Context: an optimization exercise on an open-source flow, tuned for small area and a short achievable clock period. The choices shown serve that exercise and are no tape-out recipe.
Only simulation tests tie the RTL to the original design; equivalence was not proved.
No activity file was given, so power comes from the tool's default toggle rates.

[flow/design.v]
module seccpu_port_timer #(
   parameter int WIDTH = 16
) (
   input  logic [WIDTH-1:0] count,
   input  logic             en,
   input  logic             ar,
   input  logic [WIDTH-1:0] load_value,
   input  logic             en_rise,
   input  logic             en_clear_wr,
   output logic [WIDTH-1:0] count_next,
   output logic             expire,
   output logic             en_auto_clear
);
   logic step, zero;
   assign step          = en && !en_clear_wr;
   assign zero          = (count == '0);
   assign expire        = step && zero;
   assign en_auto_clear = expire && !ar;
   always_comb begin
      count_next = count;
      if (en_rise)
         count_next = load_value;
      else if (step) begin
         if (zero) begin
            if (ar) count_next = load_value;
         end else begin
            count_next = count - 1'b1;
         end
      end
   end
endmodule
module seccpu_port_responder #(
   parameter int                    DATA_DEPTH = 9,
   parameter int                    DATA_WIDTH = 16,
   parameter int                    RAM_WORDS  = 256,
   parameter logic [DATA_WIDTH-1:0] ID_VALUE   = 16'h5EC1
) (
   input  logic                  clk,
   input  logic                  reset,
   input  logic [DATA_DEPTH-1:0] data_address,
   input  logic                  read_strobe,
   input  logic                  write_strobe,
   input  logic [DATA_WIDTH-1:0] data_wr,
   output logic [DATA_WIDTH-1:0] data_rd,
   output logic                  intr
);
   localparam int CTRL_EN  = 0;
   localparam int CTRL_AR  = 1;
   localparam int CTRL_TIE = 2;
   localparam int CTRL_BIE = 3;
   localparam int STAT_TEV  = 0;
   localparam int STAT_BERR = 1;
   logic        a_ram, a_per;
   logic        s_ctrl, s_tload, s_tcount, s_status, s_scratch, s_erraddr, s_id;
   logic        mapped, rd_ok, wr_ok, rd_ram, wr_ram, berr_set, ctrl_wr, status_wr;
   logic [15:0] hi_rn, hi_wn, lo_n;
   assign a_ram = !data_address[8];
   assign a_per = (data_address[8:4] == 5'b11111) && !data_address[3];
   assign s_ctrl    = a_per && (data_address[2:0] == 3'd0);
   assign s_tload   = a_per && (data_address[2:0] == 3'd1);
   assign s_tcount  = a_per && (data_address[2:0] == 3'd2);
   assign s_status  = a_per && (data_address[2:0] == 3'd3);
   assign s_scratch = a_per && (data_address[2:0] == 3'd4);
   assign s_erraddr = a_per && (data_address[2:0] == 3'd5);
   assign s_id      = a_per && (data_address[2:0] == 3'd7);
   assign mapped    = a_ram || (a_per && (data_address[2:0] != 3'd6));
   assign rd_ok     = read_strobe && !write_strobe;
   assign wr_ok     = write_strobe && !read_strobe;
   assign rd_ram    = rd_ok && a_ram;
   assign wr_ram    = wr_ok && a_ram;
   assign berr_set  = (read_strobe || write_strobe) &&
                      (!mapped || (read_strobe && write_strobe));
   assign ctrl_wr   = wr_ok && s_ctrl;
   assign status_wr = wr_ok && s_status;
   always_comb begin
      for (int i = 0; i < 16; i++) begin
         hi_rn[i] = !(rd_ram && (data_address[7:4] == 4'(i)));
         hi_wn[i] = !(wr_ram && (data_address[7:4] == 4'(i)));
         lo_n[i]  = !(data_address[3:0] == 4'(i));
      end
   end
   logic [RAM_WORDS-1:0][DATA_WIDTH-1:0] mem;
   logic [RAM_WORDS-1:0]                 wl, we;
   for (genvar w = 0; w < RAM_WORDS; w++) begin : g_word
      sp_nor2 u_wl (.a(hi_rn[w/16]), .b(lo_n[w%16]), .y(wl[w]));
      sp_nor2 u_we (.a(hi_wn[w/16]), .b(lo_n[w%16]), .y(we[w]));
      always_ff @(posedge clk) begin
         if (we[w]) mem[w] <= data_wr;
      end
   end
   logic                  en_rise, en_clear_wr, tev_set, en_auto_clear;
   logic [3:0]            ctrl_reg, ctrl_next;
   logic [1:0]            status_reg, status_next;
   logic [DATA_WIDTH-1:0] tload_reg, scratch_reg, erraddr_reg;
   logic [DATA_WIDTH-1:0] tcount_reg, tcount_next;
   logic [DATA_WIDTH-1:0] reg_rdata, rd_other, data_rd_reg, data_rd_next;
   logic                  intr_reg;
   assign en_rise     = ctrl_wr && data_wr[CTRL_EN] && !ctrl_reg[CTRL_EN];
   assign en_clear_wr = ctrl_wr && !data_wr[CTRL_EN];
   seccpu_port_timer #(.WIDTH(DATA_WIDTH)) u_timer (
      .count         (tcount_reg),
      .en            (ctrl_reg[CTRL_EN]),
      .ar            (ctrl_reg[CTRL_AR]),
      .load_value    (tload_reg),
      .en_rise       (en_rise),
      .en_clear_wr   (en_clear_wr),
      .count_next    (tcount_next),
      .expire        (tev_set),
      .en_auto_clear (en_auto_clear)
   );
   always_comb begin
      ctrl_next = ctrl_reg;
      if (ctrl_wr) ctrl_next = data_wr[3:0];
      else if (en_auto_clear) ctrl_next[CTRL_EN] = 1'b0;
      status_next = status_reg & ~(status_wr ? data_wr[1:0] : 2'b00);
      if (tev_set)  status_next[STAT_TEV]  = 1'b1;
      if (berr_set) status_next[STAT_BERR] = 1'b1;
   end
   assign reg_rdata = ({DATA_WIDTH{s_ctrl}}    & DATA_WIDTH'(ctrl_reg))   |
                      ({DATA_WIDTH{s_tload}}   & tload_reg)               |
                      ({DATA_WIDTH{s_tcount}}  & tcount_reg)              |
                      ({DATA_WIDTH{s_status}}  & DATA_WIDTH'(status_reg)) |
                      ({DATA_WIDTH{s_scratch}} & scratch_reg)             |
                      ({DATA_WIDTH{s_erraddr}} & erraddr_reg)             |
                      ({DATA_WIDTH{s_id}}      & ID_VALUE);
   assign rd_other = rd_ok ? reg_rdata : data_rd_reg;
   for (genvar b = 0; b < DATA_WIDTH; b++) begin : g_rd
      logic [RAM_WORDS-1:0] col;
      for (genvar w = 0; w < RAM_WORDS; w++) begin : g_col
         assign col[w] = mem[w][b];
      end
      sp_rdtree u_tree (.sel(wl), .dat(col), .other(rd_other[b]),
                        .y(data_rd_next[b]));
   end
   always_ff @(posedge clk or posedge reset) begin
      if (reset) begin
         ctrl_reg    <= '0;
         tload_reg   <= '1;
         tcount_reg  <= '0;
         status_reg  <= '0;
         scratch_reg <= '0;
         erraddr_reg <= '0;
         data_rd_reg <= '0;
         intr_reg    <= 1'b0;
      end else begin
         ctrl_reg   <= ctrl_next;
         tcount_reg <= tcount_next;
         status_reg <= status_next;
         intr_reg   <= (status_reg[STAT_TEV]  & ctrl_reg[CTRL_TIE]) |
                       (status_reg[STAT_BERR] & ctrl_reg[CTRL_BIE]);
         if (wr_ok && s_tload)   tload_reg   <= data_wr;
         if (wr_ok && s_scratch) scratch_reg <= data_wr;
         if (berr_set && !status_reg[STAT_BERR])
            erraddr_reg <= DATA_WIDTH'(data_address);
         data_rd_reg <= data_rd_next;
      end
   end
   assign data_rd = data_rd_reg;
   assign intr    = intr_reg;
endmodule
module sp_rdtree (
   input  logic [255:0] sel,
   input  logic [255:0] dat,
   input  logic         other,
   output logic         y
);
   logic [85:0] t;    
   logic [21:0] u;    
   logic [5:0]  v;    
   logic [1:0]  w;    
   for (genvar k = 0; k < 85; k++) begin : g_l1
      sp_aoi222 u_g (.a0(sel[3*k]),   .b0(dat[3*k]),
                     .a1(sel[3*k+1]), .b1(dat[3*k+1]),
                     .a2(sel[3*k+2]), .b2(dat[3*k+2]), .y(t[k]));
   end
   sp_aoi21 u_l1_last (.a0(sel[255]), .b0(dat[255]), .c(other), .y(t[85]));
   for (genvar j = 0; j < 21; j++) begin : g_l2
      sp_nand4 u_g (.a(t[4*j]), .b(t[4*j+1]), .c(t[4*j+2]), .d(t[4*j+3]),
                    .y(u[j]));
   end
   sp_nand2 u_l2_last (.a(t[84]), .b(t[85]), .y(u[21]));
   for (genvar i = 0; i < 5; i++) begin : g_l3
      sp_nor4 u_g (.a(u[4*i]), .b(u[4*i+1]), .c(u[4*i+2]), .d(u[4*i+3]),
                   .y(v[i]));
   end
   sp_nor2 u_l3_last (.a(u[20]), .b(u[21]), .y(v[5]));
   sp_nand3 u_l4_0 (.a(v[0]), .b(v[1]), .c(v[2]), .y(w[0]));
   sp_nand3 u_l4_1 (.a(v[3]), .b(v[4]), .c(v[5]), .y(w[1]));
   sp_or2   u_l5   (.a(w[0]), .b(w[1]), .y(y));
endmodule
module sp_aoi222 (input logic a0, b0, a1, b1, a2, b2, output logic y);
   assign y = !((a0 && b0) || (a1 && b1) || (a2 && b2));
endmodule
module sp_aoi21 (input logic a0, b0, c, output logic y);
   assign y = !((a0 && b0) || c);
endmodule
module sp_nand4 (input logic a, b, c, d, output logic y);
   assign y = !(a && b && c && d);
endmodule
module sp_nand3 (input logic a, b, c, output logic y);
   assign y = !(a && b && c);
endmodule
module sp_nand2 (input logic a, b, output logic y);
   assign y = !(a && b);
endmodule
module sp_nor4 (input logic a, b, c, d, output logic y);
   assign y = !(a || b || c || d);
endmodule
module sp_nor2 (input logic a, b, output logic y);
   assign y = !(a || b);
endmodule
module sp_or2 (input logic a, b, output logic y);
   assign y = a || b;
endmodule
[flow/run.sh]
#!/bin/bash
# synth_recipe.tcl (not shown) runs the flow's synth.tcl, then flattens the netlist and writes it again
# the make line also repeats each setting of config.mk as NAME=value (left out here)
make -C /OpenROAD-flow-scripts/flow DESIGN_CONFIG=/design/flow/config.mk WORK_HOME=/design/flow/orfs CLKGATE_MAP_FILE= SYNTH_SCRIPT=/design/flow/synth_recipe.tcl finish
[flow/constraint.sdc]
create_clock -name core_clock -period 6.0 [get_ports {clk}]
set_input_delay 1.2000 -clock core_clock [delete_from_list [all_inputs] [get_ports {clk}]]
set_output_delay 1.2000 -clock core_clock [all_outputs]
set_load 0.01 [all_outputs]
[flow/config.mk]
export PLATFORM = sky130hd
export DESIGN_NAME = seccpu_port_responder
export DESIGN_NICKNAME = seccpu_port_responder
export VERILOG_FILES = /design/flow/design.v
export SDC_FILE = /design/flow/constraint.sdc
export NUM_CORES = 4
export LEC_CHECK = 0
export CAP_MARGIN = 20
export CORE_MARGIN = 2
export CORE_UTILIZATION = 40
export SETUP_SLACK_MARGIN = 3.2
export SLEW_MARGIN = 20
export SYNTH_HIERARCHICAL = 1
export SYNTH_MEMORY_MAX_BITS = 4096
export SYNTH_MINIMUM_KEEP_SIZE = 0
export TNS_END_PERCENT = 5
==> impl_results.md, run 1 <==
- Clock sinks: 4,176
- Final core occ: 0.4822
- Clock buffer depth: 4
- Crit Path Max Fanout: 7
- Status: complete, no violations
- Core area: 365,800 um^2
- Largest reg by FF count: mem
- RSZ-0062 raised after global routing: true
- Worst R2R Start: mem[1741]
- Global-route track usage on met2: 0.3511
- Nets: 8,342
- Initial antenna violation count: 15
- Post-synth top area cell: edfxtp_1
- Routed len/inst: 32.37 um
- Via count: 85,250
- WHS Path Cells: 1
- Area delta synth->final: 19.90%
- Pin count of the biggest net entering global routing: 162
- Vias/cell: 6.323
- Max-cap violations: 0
- Initial core utilization: 0.4021
- Hold Path End: scratch_reg[6]
- Min cycle time layout: 3.721 ns
- Yosys cell types: 78
- Top FF cell, synth: edfxtp_1
- Top-area cell type share of the netlist area: 0.8361
- CP arrival: 4.59 ns
- I/O pin count: 46
- First-pass GRT wire length: ~610,000 um
- Fin. Hold Viols: 0
- Rows: between 200 and 250
- #FFs+latches synth: 4,176
- Crit Path Category: in2reg
- Max FFs per register: a little over 4,000
- Post-synthesis cell count: 6,986
- DRC Markers: 0
- Vias in the first global route: 80,640
- Worst-margin pin slew: 1.299 ns
- Reg2reg setup slack: 3.20 ns
- Layout Skew: 0.08153 ns
- Register Area: 125,000 um^2
- Min-delay src: scratch_reg[6]
- Die W: 610.5 um
- Leading cell types in the layout, fill and taps excluded: edfxtp_1, a222oi_1, buf_4
- Hold-fix buffers, CTS: 0
- Antenna Nets Post-Route: 0
- Iter 0 DRT Violations: 17,520
- M3 GR Usage: 0.04062
- Number of port buffers: 45
- Dpl ws: -0.5039 ns
- Post-Synthesis Net Count: 7,017
- Mean Syn Cell Area: 21.06 um^2
- Final GP Congestion: 0.9113
- Fillers: around 29,000
- Final setup fails: 0
- CTS tree: done
- Final WL: 436,400 um
- Most area-consuming cells after synthesis: edfxtp_1, a222oi_1, nand4_1
- Slew Limit Fails: 0
- Share of cells above drive strength 1: 0.2163
- Busiest layer in global routing: met2
- Crit end category: register
- TritonRoute pass-1 iters: 9
- Worst EP required: 6.87 ns
- Pwr Total: 58,970 uW
- Multi-input logic area: 23,130 um^2
- Worst hold-check path type: reg2reg
- Post-synth ARST share: 0.01916
- Ys Warns: 8
- Leakage power: 0.05579 uW
- Commonest non-fill, non-tap cell in the layout: edfxtp_1
- Crit Reg-Reg Endpoint: data_rd_reg[13]
- R2R cell count: 5
- Mapped cell area: 147,100 um^2
- PD cells: around 330 nW/um^2
- Total CTS buffers: ~410
- F_max: roughly 270 MHz
- Clock Pin Slew Worst Setup and Hold Paths: around 0.06 ns
- Worst-skew pair later-pin latency: 0.99 ns
- Fin worst setup slack: 2.279 ns
- H-tree depth: 5
- Nature of the critical path startpoint: input pin
- GRT Total Usage: 0.2257
- Final period utilization: 0.6201
- Peak VDD IR: between 200 and 300 uV
- Die footprint: 372,600 um^2
- Die H: 610.5 um
- Slew headroom: 0.1342
- GR Util met1: 0.3136
- Global route overflow: 0
- Number of synthesized flops with an enable pin: approximately 4,100
- Clock root buffer master: clkbuf_16
- Sequential cell area fraction in the yosys report: 0.8498
- Detailed Place HPWL: around 260,000 um
-- report_power, final --
part           switching, uW  internal, uW
clock network          10900         14500
registers                154         32100
logic                    995           315
total                  12000         46900
-- worst max-delay path: stages --
cell	delay, ns
buf_12	0.08
nand2b_4	0.19
buf_12	0.14
nor3_4	0.07
nand2_8	0.10
buf_12	0.16
buf_6	0.12
nor2_4	0.04
clkbuf_16	0.18
a222oi_1	0.61
nand4_1	0.48
nor4_4	0.70
nand3_4	0.22
or2_1	0.26
-- Yosys stat by module, one instance, submodules excluded, a selection --
module                 copies in the design  area, um^2
sp_nor2                                 528       3.754
sp_nor4                                  80       12.51
seccpu_port_responder                     1      126900
sp_aoi21                                 16       8.758
sp_aoi222                              1360       10.01
sp_or2                                   16       6.256
sp_nand3                                 32       5.005
sp_nand2                                 16       3.754
sp_nand4                                336       6.256
-- synthesized netlist by cell type, drive strengths merged (12+ instances only) --
cell / instances
nand3: 46
o21ai: 25
mux2: 50
a21oi: 31
edfxtp: 4096
nor3: 14
nor2b: 12
nand2: 92
dfrtp: 64
dfstp: 16
clkbuf: 20
nand4: 340
nor2: 559
a222oi: 1360
mux2i: 19
nor4: 86
buf: 16
or2: 18
-- final cells by class --
class                   count  area share
diodes                     14   0.0001986
clock buffers             518     0.06170
clock inverters           238     0.01394
inverters                  11   0.0003192
multi-input cells        2763      0.1311
flip-flops and latches   4176      0.7089
well taps                4816     0.03416
repair buffers            947     0.04964
-- cells by family after synthesis --
kind of cell,Yosys count,synth area share
flops,4176,0.8498
compound gates,1483,0.09867
simple gates,1207,0.04428
mux,69,0.005375
buf+inv,47,0.001573
xor+xnor,2,0.0001191
fa+ha+maj,2,0.0001701
-- worst max path at each step --
stage | startpoint | endpoint | cells past startpoint
2_1_floorplan | data_address[0] | data_rd_reg[0] | 10
3_3_place_gp | write_strobe | data_rd_reg[5] | 11
3_5_place_dp | write_strobe | data_rd_reg[5] | 11
4_1_cts | write_strobe | data_rd_reg[5] | 13
5_1_grt | write_strobe | data_rd_reg[1] | 14
6_report | write_strobe | data_rd_reg[13] | 14
-- what timing repair did --
item                                    4_1_cts  5_1_grt
endpoints found under the setup margin     4157     1196
pin swaps                                   226      143
resized for setup                           374      177
gates cloned                                  2        3
buffers inserted                            137       71
-- layer usage --
metal / wire, um / share of wire / vias up
met3: 46360 / 0.11 / 759
met2: 202000 / 0.46 / 5264
li1: - / - / 34980
met4: 20780 / 0.048 / 4
met5: 27 / 0.000062 / -
met1: 167200 / 0.38 / 44250
-- stage by stage --
step,hold WS (ns),setup TNS [ns],std cells,area (um^2)
global route,0.5227,0,13470,176400
floorplan,0.4708,0,6986,147100
CTS,0.5078,0,13390,175300
detailed placement,0.4951,-4.582,12500,159200
global placement,0.4860,-5.458,12500,159200
finish,0.5077,0,13480,176400
==> inputs of run 2 (changes only) <==
--- a/flow/design.v
+++ b/flow/design.v
@@ -53,7 +53,8 @@
    logic        a_ram, a_per;
    logic        s_ctrl, s_tload, s_tcount, s_status, s_scratch, s_erraddr, s_id;
    logic        mapped, rd_ok, wr_ok, rd_ram, wr_ram, berr_set, ctrl_wr, status_wr;
-   logic [15:0] hi_rn, hi_wn, lo_n;
+   logic [15:0] hi_n, hi_wn, lo_n;
+   logic        rd_per, rdo;
    assign a_ram = !data_address[8];
    assign a_per = (data_address[8:4] == 5'b11111) && !data_address[3];
    assign s_ctrl    = a_per && (data_address[2:0] == 3'd0);
@@ -74,7 +75,7 @@
    assign status_wr = wr_ok && s_status;
    always_comb begin
       for (int i = 0; i < 16; i++) begin
-         hi_rn[i] = !(rd_ram && (data_address[7:4] == 4'(i)));
+         hi_n[i]  = !(data_address[7:4] == 4'(i));
          hi_wn[i] = !(wr_ram && (data_address[7:4] == 4'(i)));
          lo_n[i]  = !(data_address[3:0] == 4'(i));
       end
@@ -82,7 +83,7 @@
    logic [RAM_WORDS-1:0][DATA_WIDTH-1:0] mem;
    logic [RAM_WORDS-1:0]                 wl, we;
    for (genvar w = 0; w < RAM_WORDS; w++) begin : g_word
-      sp_nor2 u_wl (.a(hi_rn[w/16]), .b(lo_n[w%16]), .y(wl[w]));
+      sp_nor2 u_wl (.a(hi_n[w/16]),  .b(lo_n[w%16]), .y(wl[w]));
       sp_nor2 u_we (.a(hi_wn[w/16]), .b(lo_n[w%16]), .y(we[w]));
       always_ff @(posedge clk) begin
          if (we[w]) mem[w] <= data_wr;
@@ -123,14 +124,17 @@
                       ({DATA_WIDTH{s_scratch}} & scratch_reg)             |
                       ({DATA_WIDTH{s_erraddr}} & erraddr_reg)             |
                       ({DATA_WIDTH{s_id}}      & ID_VALUE);
-   assign rd_other = rd_ok ? reg_rdata : data_rd_reg;
+   assign rd_per   = rd_ok && !a_ram;
+   assign rd_other = ({DATA_WIDTH{rd_per}} & reg_rdata) |
+                     ({DATA_WIDTH{!rd_ok}} & data_rd_reg);
+   assign rdo      = rd_ram;
    for (genvar b = 0; b < DATA_WIDTH; b++) begin : g_rd
       logic [RAM_WORDS-1:0] col;
       for (genvar w = 0; w < RAM_WORDS; w++) begin : g_col
          assign col[w] = mem[w][b];
       end
       sp_rdtree u_tree (.sel(wl), .dat(col), .other(rd_other[b]),
-                        .y(data_rd_next[b]));
+                        .en(rdo | rd_other[b]), .y(data_rd_next[b]));
    end
    always_ff @(posedge clk or posedge reset) begin
       if (reset) begin
@@ -162,53 +166,28 @@
    input  logic [255:0] sel,
    input  logic [255:0] dat,
    input  logic         other,
+   input  logic         en,
    output logic         y
 );
-   logic [85:0] t;    
-   logic [21:0] u;    
-   logic [5:0]  v;    
+   logic [31:0] u;    
    logic [1:0]  w;    
-   for (genvar k = 0; k < 85; k++) begin : g_l1
-      sp_aoi222 u_g (.a0(sel[3*k]),   .b0(dat[3*k]),
-                     .a1(sel[3*k+1]), .b1(dat[3*k+1]),
-                     .a2(sel[3*k+2]), .b2(dat[3*k+2]), .y(t[k]));
+   for (genvar j = 0; j < 32; j++) begin : g_l1
+      sp_grp8 u_g (.s(sel[8*j +: 8]), .d(dat[8*j +: 8]), .y(u[j]));
    end
-   sp_aoi21 u_l1_last (.a0(sel[255]), .b0(dat[255]), .c(other), .y(t[85]));
-   for (genvar j = 0; j < 21; j++) begin : g_l2
-      sp_nand4 u_g (.a(t[4*j]), .b(t[4*j+1]), .c(t[4*j+2]), .d(t[4*j+3]),
-                    .y(u[j]));
+   for (genvar h = 0; h < 2; h++) begin : g_l2
+      sp_or16 u_g (.a(u[16*h +: 16]), .y(w[h]));
    end
-   sp_nand2 u_l2_last (.a(t[84]), .b(t[85]), .y(u[21]));
-   for (genvar i = 0; i < 5; i++) begin : g_l3
-      sp_nor4 u_g (.a(u[4*i]), .b(u[4*i+1]), .c(u[4*i+2]), .d(u[4*i+3]),
-                   .y(v[i]));
-   end
-   sp_nor2 u_l3_last (.a(u[20]), .b(u[21]), .y(v[5]));
-   sp_nand3 u_l4_0 (.a(v[0]), .b(v[1]), .c(v[2]), .y(w[0]));
-   sp_nand3 u_l4_1 (.a(v[3]), .b(v[4]), .c(v[5]), .y(w[1]));
-   sp_or2   u_l5   (.a(w[0]), .b(w[1]), .y(y));
+   sp_o31a u_l3 (.a0(w[0]), .a1(w[1]), .a2(other), .b(en), .y(y));
 endmodule
-module sp_aoi222 (input logic a0, b0, a1, b1, a2, b2, output logic y);
-   assign y = !((a0 && b0) || (a1 && b1) || (a2 && b2));
+module sp_grp8 (input logic [7:0] s, input logic [7:0] d, output logic y);
+   assign y = |(s & d);
 endmodule
-module sp_aoi21 (input logic a0, b0, c, output logic y);
-   assign y = !((a0 && b0) || c);
-endmodule
-module sp_nand4 (input logic a, b, c, d, output logic y);
-   assign y = !(a && b && c && d);
-endmodule
-module sp_nand3 (input logic a, b, c, output logic y);
-   assign y = !(a && b && c);
-endmodule
-module sp_nand2 (input logic a, b, output logic y);
-   assign y = !(a && b);
-endmodule
-module sp_nor4 (input logic a, b, c, d, output logic y);
-   assign y = !(a || b || c || d);
+module sp_or16 (input logic [15:0] a, output logic y);
+   assign y = |a;
 endmodule
 module sp_nor2 (input logic a, b, output logic y);
    assign y = !(a || b);
 endmodule
-module sp_or2 (input logic a, b, output logic y);
-   assign y = a || b;
+module sp_o31a (input logic a0, a1, a2, b, output logic y);
+   assign y = (a0 || a1 || a2) && b;
 endmodule
==> run 2 against run 1 <==
Net effect:
- total power is 1.2% higher
- sequential share of layout area is 3.1 points lower
- clock-buffer cell count stayed put
- worst hold slack worse by 0.0099 ns
- combinational power is 28% higher
- via count is 5.7% higher
- maximum frequency is 6.3% higher
- design area is 4.6% higher
- sequential power hardly changed
- setup slack better by 0.22 ns
- critical path type unchanged
==> impl_results.md, run 2 <==
- Status: complete, no violations
- Most area-consuming cells after synthesis: edfxtp_1, a22oi_1, nand4_1
- Ys Warns: 8 (unchanged)
- Sequential cell area fraction in the yosys report: 0.8348 (-0.01502)
- Crit Path Max Fanout: 7 (unchanged)
- Crit Path Category: in2reg
- Largest reg by FF count: mem
- DRC Markers: 0 (unchanged)
- Final GP Congestion: 0.9487 (+4.1%)
- Commonest non-fill, non-tap cell in the layout: edfxtp_1
- Total CTS buffers: 414 (+0.49%)
- Initial core utilization: 0.4021 (about the same)
- Worst-margin pin slew: 1.190 ns (-0.1090 ns)
- Area delta synth->final: 23.25%
- Clock Pin Slew Worst Setup and Hold Paths: 0.06 ns (about the same)
- Peak VDD IR: 237.7 uV (-7.2%)
- PD cells: 323.4 nW/um^2 (-3.3%)
- Crit end category: register
- Post-synth ARST share: 0.01916 (unchanged)
- Nets: 9,530 (+14%)
- Top-area cell type share of the netlist area: 0.8213 (-0.01477)
- Min cycle time layout: 3.501 ns (-0.2200 ns)
- Post-synthesis cell count: 7,884 (+13%)
- Core area: 372,500 um^2 (+1.8%)
- Die H: 615.9 um (+0.89%)
- Vias/cell: 6.075 (-3.9%)
- Pin count of the biggest net entering global routing: 179 (+10%)
- Yosys cell types: 74 (-5.1%)
- Via count: 90,080 (+5.7%)
- Number of synthesized flops with an enable pin: 4,096 (unchanged)
- Top FF cell, synth: edfxtp_1
- Routed len/inst: 31.10 um (-3.9%)
- Worst EP required: 6.89 ns (+0.02 ns)
- H-tree depth: 5 (unchanged)
- F_max: 285.7 MHz (+6.3%)
- Initial antenna violation count: 15 (unchanged)
- Post-route cell area: 184,600 um^2 (+4.6%)
- Final WL: 461,100 um (+5.7%)
- First-pass GRT wire length: 644,300 um (+6.4%)
- Min Hold Slack: 0.4978 ns (-0.009898 ns)
- Clock sinks: 4,176 (unchanged)
- Max-cap violations: 0 (unchanged)
- Clock root buffer master: clkbuf_16
- I/O pin count: 46 (unchanged)
- RSZ-0062 raised after global routing: true
- Die W: 615.9 um (+0.89%)
- Final period utilization: 0.5835 (-0.03667)
- TritonRoute pass-1 iters: 6 (-3)
- Worst-skew pair later-pin latency: 1.00 ns (about the same)
- Fin. Hold Viols: 0 (unchanged)
- Rows: 224 (+0.90%)
- Max FFs per register: 4,096 (unchanged)
- Slew headroom: 0.2069 (+0.07267)
- Placed Area: 162,500 um^2 (+2.1%)
- Clock buffer depth: 4 (unchanged)
- Most common cell in the netlist: edfxtp_1
- Leading cell types in the layout, fill and taps excluded: edfxtp_1, a22oi_1, buf_4
- CP arrival: 4.39 ns (-0.20 ns)
- Antenna Nets Post-Route: 0 (unchanged)
- Die footprint: 379,300 um^2 (+1.8%)
- GRT Total Usage: 0.2346 (+0.008855)
- Most frequent cells after synthesis: edfxtp_1, a22oi_1, nand4_1
- Leakage power: 0.05803 uW (+4.0%)
- Detailed Place HPWL: 276,000 um (+4.6%)
- Vias in the first global route: 86,260 (+7.0%)
- Nature of the critical path startpoint: input pin
- Mapped cell area: 149,800 um^2 (+1.8%)
- Post-Synthesis Net Count: 7,915 (+13%)
- Total negative setup slack: 0 ns (unchanged)
- Layout Skew: 0.07023 ns (-0.01130 ns)
- Share of cells above drive strength 1: 0.2454 (+0.02906)
- Slew Limit Fails: 0 (unchanged)
- CTS tree: done
- #FFs+latches synth: 4,176 (unchanged)
- Mean Syn Cell Area: 19.00 um^2 (-9.8%)
- Final setup fails: 0 (unchanged)
- Worst hold-check path type: in2reg
- Global route overflow: 0 (unchanged)
- Number of port buffers: 45 (unchanged)
- Post-synth top area cell: edfxtp_1
- Iter 0 DRT Violations: 13,310 (-24%)
run 2: cell count changes after synthesis, moves of 16 or more:
cell,before,now
nand3_1,45,24
nand2_1,92,76
a22oi_1,8,2054
a222oi_1,1360,0
a21oi_2,17,0
o31a_1,2,18
nand4_1,338,546
nor4_2,80,0
nor4_1,4,130
run 2: through the flow:
stage,cells,setup WS [ns],utilization,power (uW)
5_1_grt,14820,2.550,0.4955,61120
2_1_floorplan,7884,2.221,-,33030
3_5_place_dp,13610,-0.1996,0.4364,34160
3_3_place_gp,13610,-0.5015,0.4359,34120
6_report,14830,2.499,0.4955,59690
4_1_cts,14670,2.723,0.4889,59870
run 2: area by class of cell:
type | instances | area, um^2
antenna | 6 | 15.01
tap | 4972 | 6221
clock buffer | 518 | 10900
clock inverter | 248 | 2671
fill | 29800 | 187900
multi-input combinational | 3662 | 27790
sequential | 4176 | 125000
inverter | 12 | 56.30
timing repair buffer | 1233 | 11880
run 2: layer usage:
metal | wire (um) | GRT usage | vias up
li1 | - | - | 37410
met1 | 177100 | 0.3189 | 46610
met2 | 216100 | 0.3703 | 5235
met3 | 47040 | 0.04507 | 822
met4 | 20820 | 0.09874 | 8
met5 | 43 | 0 | -
run 2: path summary, 6_finish.rpt:
path | end | start | slack, ns | cells past startpoint
max | data_rd_reg[1] | data_address[3] | 2.50 | 14
min | erraddr_reg[7] | data_address[7] | 0.50 | 2
max reg2reg | data_rd_reg[12] | mem[3132] | 3.41 | 5
min reg2reg | scratch_reg[0] | scratch_reg[0] | 0.51 | 1
max in group asynchronous | data_rd_reg[3] | reset | 4.00 | 3
min in group asynchronous | intr_reg | reset | 0.66 | 2
run 2: cell families after synthesis:
logic type	synth area share
DFF	0.8348
AOI/OAI and AO/OA	0.1092
and+or+nand+nor	0.04886
muxes	0.005138
buffers and inverters	0.001704
xor gates and xnor gates	0.0001170
adders and majority gates	0.0001671
run 2: per-module statistics from Yosys (local to each module, per instance), a selection:
module                 copies in the design  flops+latches  area [um^2]
seccpu_port_responder                     1           4176       127100
sp_or16                                  32              0        31.28
sp_grp8                                 512              0        36.28
sp_o31a                                  16              0        8.758
sp_nor2                                 512              0        3.754
run 2: worst max-delay path, stage by stage:
cell and delay, ns:
buf_8 0.11, buf_12 0.13, nor2b_4 0.18, nand2_4 0.11
buf_12 0.13, buf_12 0.13, buf_12 0.14, nor2_4 0.06
buf_6 0.14, a22oi_2 0.18, nand4_1 0.29, nor4_4 0.63
nand4_1 0.51, o31a_1 0.43
run 2: repair_timing:
item / 4_1_cts / 5_1_grt
pin swaps: 221 / 188
buffers inserted: 271 / 146
gates cloned: 15 / 8
endpoints found under the setup margin: 4182 / 1067
hold buffers: 0 / 0
resized for setup: 845 / 251
run 2: report_power, final:
part           leakage [uW]  switching (uW)  internal (uW)
clock               0.00662           11100          14800
combinational        0.0136            1240            439
sequential           0.0378            71.6          32100
==> inputs of run 3 (changes only) <==
--- a/flow/design.v
+++ b/flow/design.v
@@ -53,7 +53,7 @@
    logic        a_ram, a_per;
    logic        s_ctrl, s_tload, s_tcount, s_status, s_scratch, s_erraddr, s_id;
    logic        mapped, rd_ok, wr_ok, rd_ram, wr_ram, berr_set, ctrl_wr, status_wr;
-   logic [15:0] hi_n, hi_wn, lo_n;
+   logic [15:0] hi_n, hi_wn, lo_n, lo_wn;
    logic        rd_per, rdo;
    assign a_ram = !data_address[8];
    assign a_per = (data_address[8:4] == 5'b11111) && !data_address[3];
@@ -73,18 +73,31 @@
                       (!mapped || (read_strobe && write_strobe));
    assign ctrl_wr   = wr_ok && s_ctrl;
    assign status_wr = wr_ok && s_status;
+   logic [7:0] a_c;
+   for (genvar i = 0; i < 8; i++) begin : g_lit
+      sp_inv u_inv (.a(data_address[i]), .y(a_c[i]));
+   end
+   for (genvar i = 0; i < 16; i++) begin : g_pdec
+      sp_nand4 u_hi (.a(i[3] ? data_address[7] : a_c[7]),
+                     .b(i[2] ? data_address[6] : a_c[6]),
+                     .c(i[1] ? data_address[5] : a_c[5]),
+                     .d(i[0] ? data_address[4] : a_c[4]), .y(hi_n[i]));
+      sp_nand4 u_lo (.a(i[3] ? data_address[3] : a_c[3]),
+                     .b(i[2] ? data_address[2] : a_c[2]),
+                     .c(i[1] ? data_address[1] : a_c[1]),
+                     .d(i[0] ? data_address[0] : a_c[0]), .y(lo_n[i]));
+   end
    always_comb begin
       for (int i = 0; i < 16; i++) begin
-         hi_n[i]  = !(data_address[7:4] == 4'(i));
          hi_wn[i] = !(wr_ram && (data_address[7:4] == 4'(i)));
-         lo_n[i]  = !(data_address[3:0] == 4'(i));
+         lo_wn[i] = !(data_address[3:0] == 4'(i));
       end
    end
    logic [RAM_WORDS-1:0][DATA_WIDTH-1:0] mem;
    logic [RAM_WORDS-1:0]                 wl, we;
    for (genvar w = 0; w < RAM_WORDS; w++) begin : g_word
       sp_nor2 u_wl (.a(hi_n[w/16]),  .b(lo_n[w%16]), .y(wl[w]));
-      sp_nor2 u_we (.a(hi_wn[w/16]), .b(lo_n[w%16]), .y(we[w]));
+      sp_nor2 u_we (.a(hi_wn[w/16]), .b(lo_wn[w%16]), .y(we[w]));
       always_ff @(posedge clk) begin
          if (we[w]) mem[w] <= data_wr;
       end
@@ -134,7 +147,7 @@
          assign col[w] = mem[w][b];
       end
       sp_rdtree u_tree (.sel(wl), .dat(col), .other(rd_other[b]),
-                        .en(rdo | rd_other[b]), .y(data_rd_next[b]));
+                        .en_n(!(rdo || rd_other[b])), .y(data_rd_next[b]));
    end
    always_ff @(posedge clk or posedge reset) begin
       if (reset) begin
@@ -166,28 +179,43 @@
    input  logic [255:0] sel,
    input  logic [255:0] dat,
    input  logic         other,
-   input  logic         en,
+   input  logic         en_n,
    output logic         y
 );
    logic [31:0] u;    
+   logic [7:0]  v;    
    logic [1:0]  w;    
    for (genvar j = 0; j < 32; j++) begin : g_l1
       sp_grp8 u_g (.s(sel[8*j +: 8]), .d(dat[8*j +: 8]), .y(u[j]));
    end
-   for (genvar h = 0; h < 2; h++) begin : g_l2
-      sp_or16 u_g (.a(u[16*h +: 16]), .y(w[h]));
-   end
-   sp_o31a u_l3 (.a0(w[0]), .a1(w[1]), .a2(other), .b(en), .y(y));
+   for (genvar i = 0; i < 8; i++) begin : g_l2
+      sp_nor4 u_g (.a(u[4*i]), .b(u[4*i+1]), .c(u[4*i+2]), .d(u[4*i+3]),
+                   .y(v[i]));
+   end
+   for (genvar h = 0; h < 2; h++) begin : g_l3
+      sp_a41oi u_g (.a(v[4*h]), .b(v[4*h+1]), .c(v[4*h+2]), .d(v[4*h+3]),
+                    .e(en_n), .y(w[h]));
+   end
+   sp_or3 u_l4 (.a(w[0]), .b(w[1]), .c(other), .y(y));
 endmodule
 module sp_grp8 (input logic [7:0] s, input logic [7:0] d, output logic y);
    assign y = |(s & d);
 endmodule
-module sp_or16 (input logic [15:0] a, output logic y);
-   assign y = |a;
+module sp_inv (input logic a, output logic y);
+   assign y = !a;
+endmodule
+module sp_nand4 (input logic a, b, c, d, output logic y);
+   assign y = !(a && b && c && d);
+endmodule
+module sp_nor4 (input logic a, b, c, d, output logic y);
+   assign y = !(a || b || c || d);
+endmodule
+module sp_a41oi (input logic a, b, c, d, e, output logic y);
+   assign y = !((a && b && c && d) || e);
 endmodule
 module sp_nor2 (input logic a, b, output logic y);
    assign y = !(a || b);
 endmodule
-module sp_o31a (input logic a0, a1, a2, b, output logic y);
-   assign y = (a0 || a1 || a2) && b;
-endmodule
+module sp_or3 (input logic a, b, c, output logic y);
+   assign y = a || b || c;
+endmodule
--- a/flow/config.mk
+++ b/flow/config.mk
@@ -7,7 +7,10 @@
 export LEC_CHECK = 0
 export CAP_MARGIN = 20
 export CORE_MARGIN = 2
-export CORE_UTILIZATION = 40
+export CORE_UTILIZATION = 60
+export CTS_CLUSTER_DIAMETER = 60
+export CTS_CLUSTER_SIZE = 20
+export PLACE_DENSITY = 0.7
 export SETUP_SLACK_MARGIN = 3.2
 export SLEW_MARGIN = 20
 export SYNTH_HIERARCHICAL = 1
==> run 3 against run 2 <==
Net effect:
- still clean
- clock power decreased by 35%
- clock-buffer cell count decreased by 194
- worst hold slack improved by 0.0075 ns
- die area decreased by 33%
- maximum frequency decreased by 1.5%
- final cell count decreased by 15%
- clock skew decreased by 0.039 ns
- largest cell class unchanged
- largest power group unchanged
==> impl_results.md, run 3 <==
- Status: complete, no violations
- Pin count of the biggest net entering global routing: 156 (-13%)
- Clock root buffer master: clkbuf_16
- Net Sw Frac: 0.2107 (+0.003183)
- CP Launch Point: data_address[7]
- Initial core utilization: 0.6023 (+0.2002)
- Crit path cell chain: buf_12, clkinvlp_4, nand4_1, buf_12, buf_16, nor2_4, buf_6, a22oi_2, nand4_1, nor4_4, a41oi_4, or3_1
- Worst-margin pin slew: 1.459 ns (+0.2688 ns)
- Slew Limit Fails: 0 (unchanged)
- Global route overflow: 0 (unchanged)
- Leakage power: 0.05371 uW (-7.4%)
- Layout Skew: 0.03168 ns (-0.03854 ns)
- Max-cap violations: 0 (unchanged)
- Top FF cell, synth: edfxtp_1
- Worst-skew pair later-pin latency: 0.93 ns (-0.07 ns)
- Ys Warns: 8 (unchanged)
- Via count: 89,660 (-0.46%)
- Post-synth top area cell: edfxtp_1
- Fillers: 15,310 (-49%)
- Clock power frac: 0.329 (-0.104)
- Combinational power share: 0.040 (+0.012)
- Post-synthesis cell count: 7,885 (+0.013%)
- Crit Path Max Fanout: 8 (+1)
- Leading cell types in the layout, fill and taps excluded: edfxtp_1, a22oi_1, buf_4
- Max incr delay on CP: 0.55 ns (-0.08 ns)
- Die footprint: 255,700 um^2 (-33%)
- Crit Reg-Reg Endpoint: data_rd_reg[1]
- CP endpoint: data_rd_reg[0]
- Reg power frac: 0.631 (+0.093)
- Total negative setup slack: 0 ns (unchanged)
- Area delta synth->final: 15.65%
- I/O pin count: 46 (unchanged)
- Number of synthesized flops with an enable pin: 4,096 (unchanged)
- F_max: 281.3 MHz (-1.5%)
- Peak VDD IR: 303.9 uV (+28%)
- Iter 0 DRT Violations: 15,300 (+15%)
- R2R cell count: 6 (+1)
- RSZ-0062 raised after global routing: true
- First-pass GRT wire length: 626,400 um (-2.8%)
- CP arrival: 4.34 ns (-0.05 ns)
- Max FFs per register: 4,096 (unchanged)
- Nets: 9,154 (-3.9%)
- GRT Total Usage: 0.3466 (+0.1120)
- Min cycle time layout: 3.556 ns (+0.05484 ns)
- Power Internal: 40,420 uW (-15%)
- Final period utilization: 0.5926 (+0.009140)
- Antenna Nets Post-Route: 0 (unchanged)
- Placed instance count: 11,900 (-13%)
- Crit path depth: 12 (-2)
- Final GP Congestion: 0.9840 (+3.7%)
- Final WL: 453,500 um (-1.6%)
- WP buf/inv: 5 (-1)
- Number of port buffers: 45 (unchanged)
- Total CTS buffers: 239 (-42%)
- Worst EP required: 6.79 ns (-0.10 ns)
- Commonest non-fill, non-tap cell in the layout: edfxtp_1
- Slew headroom: 0.02762 (-0.1792)
- Clock sinks: 4,176 (unchanged)
- TritonRoute pass-1 iters: 6 (unchanged)
- PD cells: 293.3 nW/um^2 (-9.3%)
- Clock buffer depth: 3 (-1)
- Rows: 184 (-18%)
- #FFs+latches synth: 4,176 (unchanged)
- Mapped cell area: 151,000 um^2 (+0.82%)
- Post-Synthesis Net Count: 7,916 (+0.013%)
- Register Area: 125,000 um^2 (about the same)
- Initial antenna violation count: 20 (+5)
- Non-filler cells, final: 12,620 (-15%)
- Largest reg by FF count: mem
- DRC Markers: 0 (unchanged)
- Nature of the critical path startpoint: input pin
- Yosys cell types: 74 (unchanged)
- Clock Pin Slew Worst Setup and Hold Paths: 0.07 ns (about the same)
- Die W: 505.7 um (-18%)
- Share of cells above drive strength 1: 0.2114 (-0.03404)
- Fin. Hold Viols: 0 (unchanged)
- CTS tree: done
- Core area: 250,700 um^2 (-33%)
- Final setup fails: 0 (unchanged)
- Detailed Place HPWL: 278,000 um (+0.74%)
- Crit Path Category: in2reg
- Vias/cell: 7.107 (+17%)
- Post-synth ARST share: 0.01916 (unchanged)
- Reg2reg setup slack: 2.85 ns (-0.56 ns)
- Worst path slowest cell: nor4_4
- Most area-consuming cells after synthesis: edfxtp_1, a22oi_1, nand4_1
- Final core occ: 0.6965 (+0.2010)
- Mean Syn Cell Area: 19.15 um^2 (+0.81%)
- Worst hold-check path type: reg2reg
- Top Family by Delay on Critical Path: simple AND/OR/NAND/NOR gates
- Multi-input logic area: 28,250 um^2 (+1.7%)
- Routed len/inst: 35.95 um (+16%)
- Worst R2R Start: ctrl_reg[1]
- Most common cell in the netlist: edfxtp_1
- H-tree depth: 4 (-1)
- Sequential cell area fraction in the yosys report: 0.8280 (-0.006814)
- Sw power: 10,790 uW (-13%)
- Top-area cell type share of the netlist area: 0.8146 (-0.006704)
- Vias in the first global route: 84,030 (-2.6%)
- Most frequent cells after synthesis: edfxtp_1, a22oi_1, nand4_1
- Crit end category: register
- Die H: 505.7 um (-18%)
run 3: power by group through the flow:
stage               clock network, uW  logic (uW)  registers [uW]
floorplan                           0         463           32800
global placement                    0        1700           32900
detailed placement                  0        1740           32900
CTS                             16900        1880           32300
global route                    17900        2060           32300
finish                          16900        2050           32300
run 3: per-layer routing:
metal	GRT usage	vias up	part of all wire
li1	-	36480	-
met1	0.4863	45550	0.36
met2	0.5189	6573	0.45
met3	0.07403	1051	0.13
met4	0.1792	12	0.063
met5	0.0003754	-	0.00018
run 3: worst register-to-register path, cell delays in order (launching register included):
cell,delay (ns)
dfrtp_1,0.78
mux2_2,0.48
a221o_1,0.32
nand4_1,0.26
and3_1,0.62
a41oi_4,0.17
or3_1,0.40
run 3: metrics by stage:
stage                     area (um^2)  setup WS, ns  hold WS [ns]  power (uW)
after global routing           174600         2.451        0.5188       52230
after CTS                      171900         2.678        0.5018       51100
after detailed placement       161100       0.01908        0.4846       34680
final                          174600         2.444        0.5053       51220
after global placement         161000       0.05917        0.4754       34650
after floorplan                151300         2.330        0.4579       33260
run 3: area by class of cell:
class,instances,area share
Sequential cell,4176,0.7160
Multi-Input combinational cell,3657,0.1618
Inverter,18,0.0004514
Clock inverter,48,0.003497
Tap cell,3348,0.02399
Timing Repair Buffer,1031,0.05712
Clock buffer,324,0.03691
Antenna cell,14,0.0002006
run 3: cell families (layout without fill, tap and decap cells):
family,after synthesis,in the layout,share of synthesized area
flops,4176,4176,0.8280
compound gates,2196,2196,0.1109
simple gates,1380,1380,0.05311
mux,77,77,0.006066
buf+inv,52,1421,0.001699
fa+ha+maj,2,2,0.0001657
xor+xnor,2,2,0.0001160
other cells,0,14,0
run 3: what timing repair did:
item / 4_1_cts / 5_1_grt
gates resized for setup: 498 / 266
setup buffers: 147 / 158
cloned: 11 / 12
setup endpoints to repair: 4190 / 3204
hold buffers: 0 / 0
pin swaps: 186 / 157
run 3: modules after synthesis, one instance, submodules excluded, excerpt:
module                 cells  copies in the design  area [um^2]
seccpu_port_responder   4441                     1       127000
sp_grp8                    5                   512        36.28
sp_a41oi                   1                    32        16.27
sp_nor4                    1                   128        12.51
sp_nand4                   1                    32        6.256
sp_inv                     1                     8        3.754
sp_nor2                    1                   512        3.754
run 3: worst min path at each step:
stage	start	to	slack, ns	cells after the start
final	erraddr_reg[2]	erraddr_reg[2]	0.51	1
after global routing	erraddr_reg[0]	erraddr_reg[0]	0.52	1
after CTS	erraddr_reg[2]	erraddr_reg[2]	0.50	1
after detailed placement	erraddr_reg[2]	erraddr_reg[2]	0.48	1
after global placement	erraddr_reg[2]	erraddr_reg[2]	0.48	1
after floorplan	erraddr_reg[2]	erraddr_reg[2]	0.46	1
==> inputs of run 4 (changes only) <==
--- a/flow/design.v
+++ b/flow/design.v
@@ -53,7 +53,7 @@
    logic        a_ram, a_per;
    logic        s_ctrl, s_tload, s_tcount, s_status, s_scratch, s_erraddr, s_id;
    logic        mapped, rd_ok, wr_ok, rd_ram, wr_ram, berr_set, ctrl_wr, status_wr;
-   logic [15:0] hi_n, hi_wn, lo_n, lo_wn;
+   logic [15:0] hi_n, hi_wn, lo_wn;
    logic        rd_per, rdo;
    assign a_ram = !data_address[8];
    assign a_per = (data_address[8:4] == 5'b11111) && !data_address[3];
@@ -73,7 +73,8 @@
                       (!mapped || (read_strobe && write_strobe));
    assign ctrl_wr   = wr_ok && s_ctrl;
    assign status_wr = wr_ok && s_status;
-   logic [7:0] a_c;
+   logic [7:0]       a_c;
+   logic [3:0][15:0] lo_q_n;
    for (genvar i = 0; i < 8; i++) begin : g_lit
       sp_inv u_inv (.a(data_address[i]), .y(a_c[i]));
    end
@@ -82,10 +83,13 @@
                      .b(i[2] ? data_address[6] : a_c[6]),
                      .c(i[1] ? data_address[5] : a_c[5]),
                      .d(i[0] ? data_address[4] : a_c[4]), .y(hi_n[i]));
-      sp_nand4 u_lo (.a(i[3] ? data_address[3] : a_c[3]),
-                     .b(i[2] ? data_address[2] : a_c[2]),
-                     .c(i[1] ? data_address[1] : a_c[1]),
-                     .d(i[0] ? data_address[0] : a_c[0]), .y(lo_n[i]));
+      for (genvar q = 0; q < 4; q++) begin : g_q
+         sp_nand4 u_lo (.a(i[3] ? data_address[3] : a_c[3]),
+                        .b(i[2] ? data_address[2] : a_c[2]),
+                        .c(i[1] ? data_address[1] : a_c[1]),
+                        .d(i[0] ? data_address[0] : a_c[0]),
+                        .y(lo_q_n[q][i]));
+      end
    end
    always_comb begin
       for (int i = 0; i < 16; i++) begin
@@ -96,7 +100,7 @@
    logic [RAM_WORDS-1:0][DATA_WIDTH-1:0] mem;
    logic [RAM_WORDS-1:0]                 wl, we;
    for (genvar w = 0; w < RAM_WORDS; w++) begin : g_word
-      sp_nor2 u_wl (.a(hi_n[w/16]),  .b(lo_n[w%16]), .y(wl[w]));
+      sp_nor2 u_wl (.a(hi_n[w/16]),  .b(lo_q_n[w/64][w%16]), .y(wl[w]));
       sp_nor2 u_we (.a(hi_wn[w/16]), .b(lo_wn[w%16]), .y(we[w]));
       always_ff @(posedge clk) begin
          if (we[w]) mem[w] <= data_wr;
@@ -185,6 +189,7 @@
    logic [31:0] u;    
    logic [7:0]  v;    
    logic [1:0]  w;    
+   logic        x_n;  
    for (genvar j = 0; j < 32; j++) begin : g_l1
       sp_grp8 u_g (.s(sel[8*j +: 8]), .d(dat[8*j +: 8]), .y(u[j]));
    end
@@ -193,10 +198,11 @@
                    .y(v[i]));
    end
    for (genvar h = 0; h < 2; h++) begin : g_l3
-      sp_a41oi u_g (.a(v[4*h]), .b(v[4*h+1]), .c(v[4*h+2]), .d(v[4*h+3]),
-                    .e(en_n), .y(w[h]));
-   end
-   sp_or3 u_l4 (.a(w[0]), .b(w[1]), .c(other), .y(y));
+      sp_nand4 u_g (.a(v[4*h]), .b(v[4*h+1]), .c(v[4*h+2]), .d(v[4*h+3]),
+                    .y(w[h]));
+   end
+   sp_nor2    u_l4 (.a(w[0]), .b(w[1]), .y(x_n));
+   sp_o21bai  u_l5 (.a1(x_n), .a2(en_n), .b1_n(other), .y(y));
 endmodule
 module sp_grp8 (input logic [7:0] s, input logic [7:0] d, output logic y);
    assign y = |(s & d);
@@ -210,12 +216,9 @@
 module sp_nor4 (input logic a, b, c, d, output logic y);
    assign y = !(a || b || c || d);
 endmodule
-module sp_a41oi (input logic a, b, c, d, e, output logic y);
-   assign y = !((a && b && c && d) || e);
+module sp_o21bai (input logic a1, a2, b1_n, output logic y);
+   assign y = !((a1 || a2) && !b1_n);
 endmodule
 module sp_nor2 (input logic a, b, output logic y);
    assign y = !(a || b);
 endmodule
-module sp_or3 (input logic a, b, c, output logic y);
-   assign y = a || b || c;
-endmodule
==> run 4 against run 3 <==
Net effect:
- largest cell class unchanged
- worst hold slack improved by 0.0040 ns
- sequential share of layout area fell by 0.16 points
- design area is 0.20% higher
- clock skew rose by 0.0091 ns
- still clean
- flip-flop and latch count did not move
- final cell count is 0.21% higher
- synthesized area about the same
==> impl_results.md, run 4 <==
- Clock sinks: 4,176 (unchanged)
- Top-area cell type share of the netlist area: 0.8143 (about the same)
- Most common cell in the netlist: edfxtp_1
- Worst R2R Start: mem[4023]
- GRT Total Usage: 0.3429 (-0.003684)
- H-tree depth: 5 (+1)
- Total negative setup slack: 0 ns (unchanged)
- Die H: 505.8 um (about the same)
- Die W: 505.8 um (about the same)
- Worst-skew pair later-pin latency: 0.94 ns (about the same)
- Min-delay src: erraddr_reg[2]
- Max FFs per register: 4,096 (unchanged)
- Crit Path Max Fanout: 6 (-2)
- Via count: 89,840 (+0.20%)
- Clock buffer depth: 4 (+1)
- Yosys cell types: 74 (unchanged)
- Detailed Place HPWL: 269,300 um (-3.1%)
- Global route overflow: 0 (unchanged)
- Register Area: 125,000 um^2 (about the same)
- Routed len/inst: 35.45 um (-1.4%)
- Final setup fails: 0 (unchanged)
- CP Launch Point: data_address[0]
- Area delta synth->final: 15.84%
- RSZ-0062 raised after global routing: true
- CTS tree: done
- Reg2reg setup slack: 3.36 ns (+0.51 ns)
- Crit Path Category: in2reg
- Slew Limit Fails: 0 (unchanged)
- TritonRoute pass-1 iters: 8 (+2)
- Final WL: 448,200 um (-1.2%)
- GR Util met1: 0.4843 (-0.002043)
- Final GP Congestion: 0.9775 (-0.66%)
- Min Hold Slack: 0.5093 ns (+0.003977 ns)
- Multi-input logic area: 28,170 um^2 (-0.28%)
- Nature of the critical path startpoint: input pin
- Fin. Hold Viols: 0 (unchanged)
- Most frequent cells after synthesis: edfxtp_1, a22oi_1, nand4_1
- F_max: 272.0 MHz (-3.3%)
- Max-cap violations: 0 (unchanged)
- CP arrival: 4.49 ns (+0.15 ns)
- Final core occ: 0.6973 (+0.0007770)
- Worst path slowest cell: nor4_4
- Pin count of the biggest net entering global routing: 162 (+3.8%)
- Top FF cell, synth: edfxtp_1
- Worst EP required: 6.82 ns (+0.03 ns)
- Post-Synthesis Net Count: 7,980 (+0.81%)
- PD cells: 299.7 nW/um^2 (+2.2%)
- Post-synth ARST share: 0.01916 (unchanged)
- Slew headroom: 0.1966 (+0.1690)
- Commonest non-fill, non-tap cell in the layout: edfxtp_1
- R2R cell count: 6 (unchanged)
- Ys Warns: 8 (unchanged)
- First-pass GRT wire length: 622,500 um (-0.61%)
- Post-synth top area cell: edfxtp_1
- Min cycle time layout: 3.676 ns (+0.1203 ns)
- Clock Pin Slew Worst Setup and Hold Paths: 0.08 ns (about the same)
- Iter 0 DRT Violations: 15,020 (-1.8%)
- Crit Reg-Reg Endpoint: data_rd_reg[7]
- Crit end category: register
- Die footprint: 255,800 um^2 (about the same)
- Most area-consuming cells after synthesis: edfxtp_1, a22oi_1, nand4_1
- Busiest layer in global routing: met2
- Share of cells above drive strength 1: 0.2019 (-0.009515)
- Leakage power: 0.05408 uW (+0.67%)
- Layout Skew: 0.04079 ns (+0.009104 ns)
- Number of synthesized flops with an enable pin: 4,096 (unchanged)
- Rows: 184 (unchanged)
- DRC Markers: 0 (unchanged)
- Post-synthesis cell count: 7,949 (+0.81%)
- Initial core utilization: 0.6019 (about the same)
- Number of port buffers: 45 (unchanged)
- Sequential cell area fraction in the yosys report: 0.8277 (about the same)
- Worst-margin pin slew: 1.205 ns (-0.2535 ns)
- Antenna Nets Post-Route: 0 (unchanged)
- Status: complete, no violations
- Initial antenna violation count: 15 (-25%)
- Fillers: 15,390 (+0.56%)
- Mapped cell area: 151,100 um^2 (about the same)
- I/O pin count: 46 (unchanged)
- Vias in the first global route: 84,580 (+0.65%)
- Clock root buffer master: clkbuf_16
- Final period utilization: 0.6126 (+0.02005)
- Pwr Total: 52,450 uW (+2.4%)
- Leading cell types in the layout, fill and taps excluded: edfxtp_1, a22oi_1, buf_4
- Worst hold-check path type: reg2reg
- Largest reg by FF count: mem
- Total CTS buffers: 275 (+15%)
- Crit path cell chain: buf_12, clkinvlp_4, buf_12, buf_16, nand4_1, buf_6, nor2_4, buf_6, buf_6, a22oi_2, nand4_1, nor4_4, nand4_1, nor2_1, o21bai_1
- CP endpoint: data_rd_reg[14]
- Vias/cell: 7.106 (about the same)
- M3 GR Usage: 0.06224 (-0.01180)
- Dpl ws: 0.5418 ns (+0.5227 ns)
- #FFs+latches synth: 4,176 (unchanged)
- Core area: 250,900 um^2 (about the same)
- Fin worst setup slack: 2.324 ns (-0.1203 ns)
- Nets: 9,219 (+0.71%)
- Global-route track usage on met2: 0.5232 (+0.004313)
- Max incr delay on CP: 0.55 ns (about the same)
- Peak VDD IR: 348.0 uV (+15%)
- Mean Syn Cell Area: 19.00 um^2 (-0.77%)
## run 4: cell count changes after synthesis, sizes merged
cell and change:
a41oi -32, nand4 +80, or3 -16, o21bai +16, nor2 +16
## run 4: layer usage
layer,up-vias,wire [um]
met1,45750,161700
met4,6,27370
met3,1059,52990
li1,36690,-
met2,6340,206100
met5,-,39
## run 4: power by group
part | switching [uW] | internal, uW
Clock | 9290 | 9000
Sequential | 123 | 32100
Combinational | 1450 | 524
Total | 10900 | 41600
## run 4: layout make-up
| type | instances | share of cell area |
|---|---|---|
| inverters | 18 | 0.0005220 |
| repair inverters | 3 | 0.0001287 |
| diodes | 10 | 0.0001430 |
| repair buffers | 991 | 0.05464 |
| flip-flops and latches | 4176 | 0.7145 |
| multi-input cells | 3723 | 0.1610 |
| clock inverters | 66 | 0.004383 |
| well taps | 3348 | 0.02394 |
| clock buffers | 307 | 0.04074 |
## run 4: worst min path at each step
stage                           end  slack (ns)  cells past startpoint
floorplan            erraddr_reg[2]        0.46                      1
global placement     erraddr_reg[2]        0.48                      1
detailed placement   erraddr_reg[2]        0.48                      1
CTS                  erraddr_reg[2]        0.50                      1
global route        scratch_reg[12]        0.52                      1
finish               erraddr_reg[2]        0.51                      1
## run 4: cell families after synthesis
group,Yosys count,share of synthesized area
AO/OA/AOI/OAI,2180,0.1082
adder cells (fa/ha/maj),2,0.0001656
flip-flops,4176,0.8277
multiplexers,77,0.006063
AND/OR/NAND/NOR,1460,0.05614
buffers and inverters,52,0.001698
XOR/XNOR,2,0.0001160
## run 4: per-module statistics from Yosys (local to each module, per instance), a selection
| module | times used | cell area [um^2] | cells | flip-flops and latches |
|---|---|---|---|---|
| sp_inv | 8 | 3.754 | 1 | 0 |
| sp_nor2 | 528 | 3.754 | 1 | 0 |
| sp_o21bai | 16 | 7.507 | 1 | 0 |
| sp_nor4 | 128 | 12.51 | 1 | 0 |
| seccpu_port_responder | 1 | 127000 | 4441 | 4176 |
| sp_grp8 | 512 | 36.28 | 5 | 0 |
| sp_nand4 | 112 | 6.256 | 1 | 0 |
## run 4: critical path: cells and delay by family
| family | cells | cell delay, ns |
|---|---|---|
| simple gates | 6 | 1.94 |
| compound gates | 2 | 0.25 |
| buf+inv | 7 | 1.07 |
## run 4: what timing repair did
item                                    in CTS  in global routing
gates cloned                                25                  8
setup buffers                              287                 95
pin swaps                                  242                143
endpoints found under the setup margin    4178               3843
gates resized for setup                    507                152
hold buffers                                 0                  0
## run 4: through the flow
stage | std cells | cell area, um^2
after floorplan | 7949 | 151400
after global placement | 11840 | 160100
after detailed placement | 11840 | 160100
after CTS | 12530 | 173400
after global routing | 12640 | 175000
final | 12640 | 175000
==> inputs of run 5 (changes only) <==
--- a/flow/config.mk
+++ b/flow/config.mk
@@ -5,14 +5,14 @@
 export SDC_FILE = /design/flow/constraint.sdc
 export NUM_CORES = 4
 export LEC_CHECK = 0
-export CAP_MARGIN = 20
+export CAP_MARGIN = 10
 export CORE_MARGIN = 2
 export CORE_UTILIZATION = 60
 export CTS_CLUSTER_DIAMETER = 60
 export CTS_CLUSTER_SIZE = 20
 export PLACE_DENSITY = 0.7
-export SETUP_SLACK_MARGIN = 3.2
-export SLEW_MARGIN = 20
+export SETUP_SLACK_MARGIN = 3.0
+export SLEW_MARGIN = 10
 export SYNTH_HIERARCHICAL = 1
 export SYNTH_MEMORY_MAX_BITS = 4096
 export SYNTH_MINIMUM_KEEP_SIZE = 0
==> run 5 against run 4 <==
Net effect:
- sequential power about the same
- critical path type unchanged
- core utilization down 0.96 points
- worst hold slack better by 0.00071 ns
- combinational power down 5%
- clock-buffer cell count down 26
- still clean on timing, DRC and antenna
- total power down 2.8%
==> impl_results.md, run 5 <==
- Fin worst setup slack: 2.412 ns (+0.08799 ns)
- DRC Markers: 0 (unchanged)
- Share of cells above drive strength 1: 0.1819 (-0.01999)
- Fillers: 15,760 (+2.4%)
- Leading cell types in the layout, fill and taps excluded: edfxtp_1, a22oi_1, nand4_1
- Total negative setup slack: 0 ns (unchanged)
- Nature of the critical path startpoint: input pin
- Crit end category: register
- F_max: 278.7 MHz (+2.5%)
- Reg power frac: 0.632 (+0.018)
- H-tree depth: 4 (-1)
- Max FFs per register: 4,096 (unchanged)
- Slew headroom: 0.1371 (-0.05952)
- Routed len/inst: 34.97 um (-1.4%)
- Antenna Nets Post-Route: 0 (unchanged)
- Worst hold-check path type: reg2reg
- Dpl ws: 0.3246 ns (-0.2172 ns)
- Commonest non-fill, non-tap cell in the layout: edfxtp_1
- Power Internal: 40,390 uW (-2.9%)
- TritonRoute pass-1 iters: 9 (+1)
- CP arrival: 4.40 ns (-0.09 ns)
- RSZ-0062 raised after global routing: true
- Largest reg by FF count: mem
- Net Sw Frac: 0.2080 (+0.0008392)
- Clock power frac: 0.331 (-0.018)
- Clock root buffer master: clkbuf_16
- Final period utilization: 0.5980 (-0.01466)
- Crit Path Category: in2reg
- PD cells: 295.5 nW/um^2 (-1.4%)
- Initial antenna violation count: 9 (-6)
- Final WL: 435,200 um (-2.9%)
- Vias/cell: 7.113 (about the same)
- Die W: 505.8 um (unchanged)
- I/O pin count: 46 (unchanged)
- Max-cap violations: 0 (unchanged)
- Mean Syn Cell Area: 19.00 um^2 (unchanged)
- Top-area cell type share of the netlist area: 0.8143 (unchanged)
- Combinational power share: 0.037 (about the same)
- Final setup fails: 0 (unchanged)
- Via count: 88,520 (-1.5%)
- Worst-margin pin slew: 1.294 ns (+0.08928 ns)
- CTS tree: done
- Status: complete, no violations
- Layout Skew: 0.04567 ns (+0.004881 ns)
- Number of synthesized flops with an enable pin: 4,096 (unchanged)
- Crit Path Max Fanout: 8 (+2)
- Most common cell in the netlist: edfxtp_1
- Detailed Place HPWL: 266,400 um (-1.1%)
- Area delta synth->final: 14.25%
- Final GP Congestion: 0.9874 (+1.0%)
- Iter 0 DRT Violations: 15,080 (+0.37%)
- Leakage power: 0.05262 uW (-2.7%)
- Vias in the first global route: 83,870 (-0.84%)
- Post-synth ARST share: 0.01916 (unchanged)
- Clock Pin Slew Worst Setup and Hold Paths: 0.08 ns (about the same)
- Pin count of the biggest net entering global routing: 150 (-7.4%)
- #FFs+latches synth: 4,176 (unchanged)
- Post-synth top area cell: edfxtp_1
- Core area: 250,900 um^2 (unchanged)
- Number of port buffers: 45 (unchanged)
- Post-synthesis cell count: 7,949 (unchanged)
- Min cycle time layout: 3.588 ns (-0.08799 ns)
- Fin. Hold Viols: 0 (unchanged)
- Yosys cell types: 74 (unchanged)
- Clock buffer depth: 3 (-1)
- Sequential cell area fraction in the yosys report: 0.8277 (unchanged)
- Peak VDD IR: 287.9 uV (-17%)
- Most area-consuming cells after synthesis: edfxtp_1, a22oi_1, nand4_1
- First-pass GRT wire length: 613,400 um (-1.5%)
- Die footprint: 255,800 um^2 (unchanged)
- Top FF cell, synth: edfxtp_1
- Nets: 9,021 (-2.1%)
- Clock sinks: 4,176 (unchanged)
- Ys Warns: 8 (unchanged)
- Post-Synthesis Net Count: 7,980 (unchanged)
- Slew Limit Fails: 0 (unchanged)
- Rows: 184 (unchanged)
- GRT Total Usage: 0.3363 (-0.006576)
- Most frequent cells after synthesis: edfxtp_1, a22oi_1, nand4_1
- Global route overflow: 0 (unchanged)
- Total CTS buffers: 241 (-12%)
- Mapped cell area: 151,100 um^2 (unchanged)
- Sw power: 10,610 uW (-2.4%)
- Initial core utilization: 0.6019 (unchanged)
- Worst EP required: 6.81 ns (about the same)
- Hold-fix buffers, CTS: 0 (unchanged)
- Worst-skew pair later-pin latency: 0.92 ns (-0.02 ns)
- Die H: 505.8 um (unchanged)
==> run 5: worst max-delay path: stages <==
cell        delay, ns
buf_12           0.10
clkinvlp_4       0.14
buf_12           0.17
buf_16           0.14
nand4_1          0.08
buf_6            0.14
buf_6            0.11
nor2_2           0.04
buf_6            0.13
buf_4            0.16
a22oi_2          0.22
nand4_1          0.32
nor4_4           0.67
nand4_1          0.45
nor2_1           0.20
o21bai_1         0.08
==> run 5: power by group through the flow <==
stage               sequential (uW)  combinational [uW]  clock (uW)
CTS                           32200                1820       16900
finish                        32200                1890       16900
floorplan                     32800                 443           0
global route                  32200                1930       17900
detailed placement            32900                1640           0
global placement              32900                1600           0
==> run 5: cells by family (layout without fill, tap and decap cells) <==
family,Yosys count,after routing,share of synthesized area
AO/OA/AOI/OAI,2180,2180,0.1082
XOR/XNOR,2,2,0.0001160
adder cells (fa/ha/maj),2,2,0.0001656
buffers and inverters,52,1187,0.001698
flip-flops,4176,4176,0.8277
multiplexers,77,77,0.006063
other,0,12,0
AND/OR/NAND/NOR,1460,1460,0.05614
==> run 5: layout make-up <==
| class | count | area (um^2) | share of cell area |
|---|---|---|---|
| Sequential cell | 4176 | 125000 | 0.7245 |
| Clock inverter | 56 | 723.2 | 0.004191 |
| Antenna cell | 12 | 30.03 | 0.0001740 |
| Timing Repair Buffer | 831 | 8173 | 0.04736 |
| Tap cell | 3348 | 4189 | 0.02427 |
| Clock buffer | 281 | 6297 | 0.03649 |
| Inverter | 18 | 83.83 | 0.0004858 |
| Timing Repair inverter | 1 | 7.507 | 0.00004350 |
| Multi-Input combinational cell | 3721 | 28040 | 0.1625 |
==> run 5: final timing paths <==
check,from,end,slack [ns],depth (start not counted)
max,data_address[2],data_rd_reg[2],2.41,16
min,erraddr_reg[3],erraddr_reg[3],0.51,1
max reg2reg,mem[1838],data_rd_reg[14],3.47,6
min reg2reg,erraddr_reg[3],erraddr_reg[3],0.51,1
max in group asynchronous,reset,tload_reg[12],4.15,3
min in group asynchronous,reset,data_rd_reg[0],0.74,2
==> run 5: timing repair <==
item / 4_1_cts / 5_1_grt
buffers inserted: 228 / 35
cloned: 6 / 2
resized for setup: 488 / 73
endpoints found under the setup margin: 4051 / 2721
pin swaps: 236 / 88
==> run 5: layer usage <==
layer | wire length (um) | track usage | up-vias
met5 | 16 | 0.0001852 | -
met3 | 52830 | 0.07232 | 1080
met2 | 198800 | 0.5122 | 6362
met4 | 28230 | 0.1704 | 4
met1 | 155300 | 0.4659 | 44770
li1 | - | - | 36300
==> run 5: stage by stage <==
step | cell area (um^2) | utilization | power [uW] | cells | hold slack, ns
2_1_floorplan | 151300 | - | 33240 | 7949 | 0.4579
3_3_place_gp | 160000 | 0.6374 | 34500 | 11820 | 0.4708
3_5_place_dp | 160000 | 0.6375 | 34540 | 11820 | 0.4934
4_1_cts | 171800 | 0.6846 | 50980 | 12400 | 0.5100
5_1_grt | 172600 | 0.6876 | 52080 | 12440 | 0.5289
6_report | 172600 | 0.6877 | 51000 | 12440 | 0.5100
==> run 5: per-module statistics from Yosys (local to each module, per instance), excerpt <==
module | area [um^2] | flip-flops and latches
seccpu_port_responder | 127000 | 4176
sp_grp8 | 36.28 | 0
sp_nor4 | 12.51 | 0
sp_o21bai | 7.507 | 0
sp_nand4 | 6.256 | 0
sp_inv | 3.754 | 0
sp_nor2 | 3.754 | 0

==> afterwards: timing with drivers on the ports <==
In the flow no input, the clock included, has a driving cell. The finished layouts below were timed again as built, in two steps.
Step 1 assumes that a clkbuf_16 drives the clock port and a buf_2 every other input.
Step 2 adds t to the input delays and takes it off the output delays; t is the mean of the earliest and latest rising clock arrival at the registers after step 1. Input paths then give back, and output paths get back, about the clock's delay inside the block.
Three values: ideal ports, drivers, drivers and shift; two values: the first two.
run	t, ns	setup WS [ns]	hold WS [ns]	worst setup path after step 2
run 1	1.051	2.279 / 2.243 / 1.192	0.508 / 0.508 / 0.508	input to register
run 2	1.075	2.499 / 2.459 / 1.385	0.498 / 0.451 / 0.506	input to register
run 3	1.011	2.444 / 2.287 / 1.276	0.505 / 0.485 / 0.505	input to register
run 4	1.038	2.324 / 2.306 / 1.267	0.509 / 0.507 / 0.509	input to register
run 5	0.994	2.412 / 2.421 / 1.427	0.510 / 0.510 / 0.510	input to register
After both steps setup and hold are still met in every run listed. The setup slack of run 3, which loses most, moves by -0.157 ns with the drivers and by -1.168 ns with both steps.
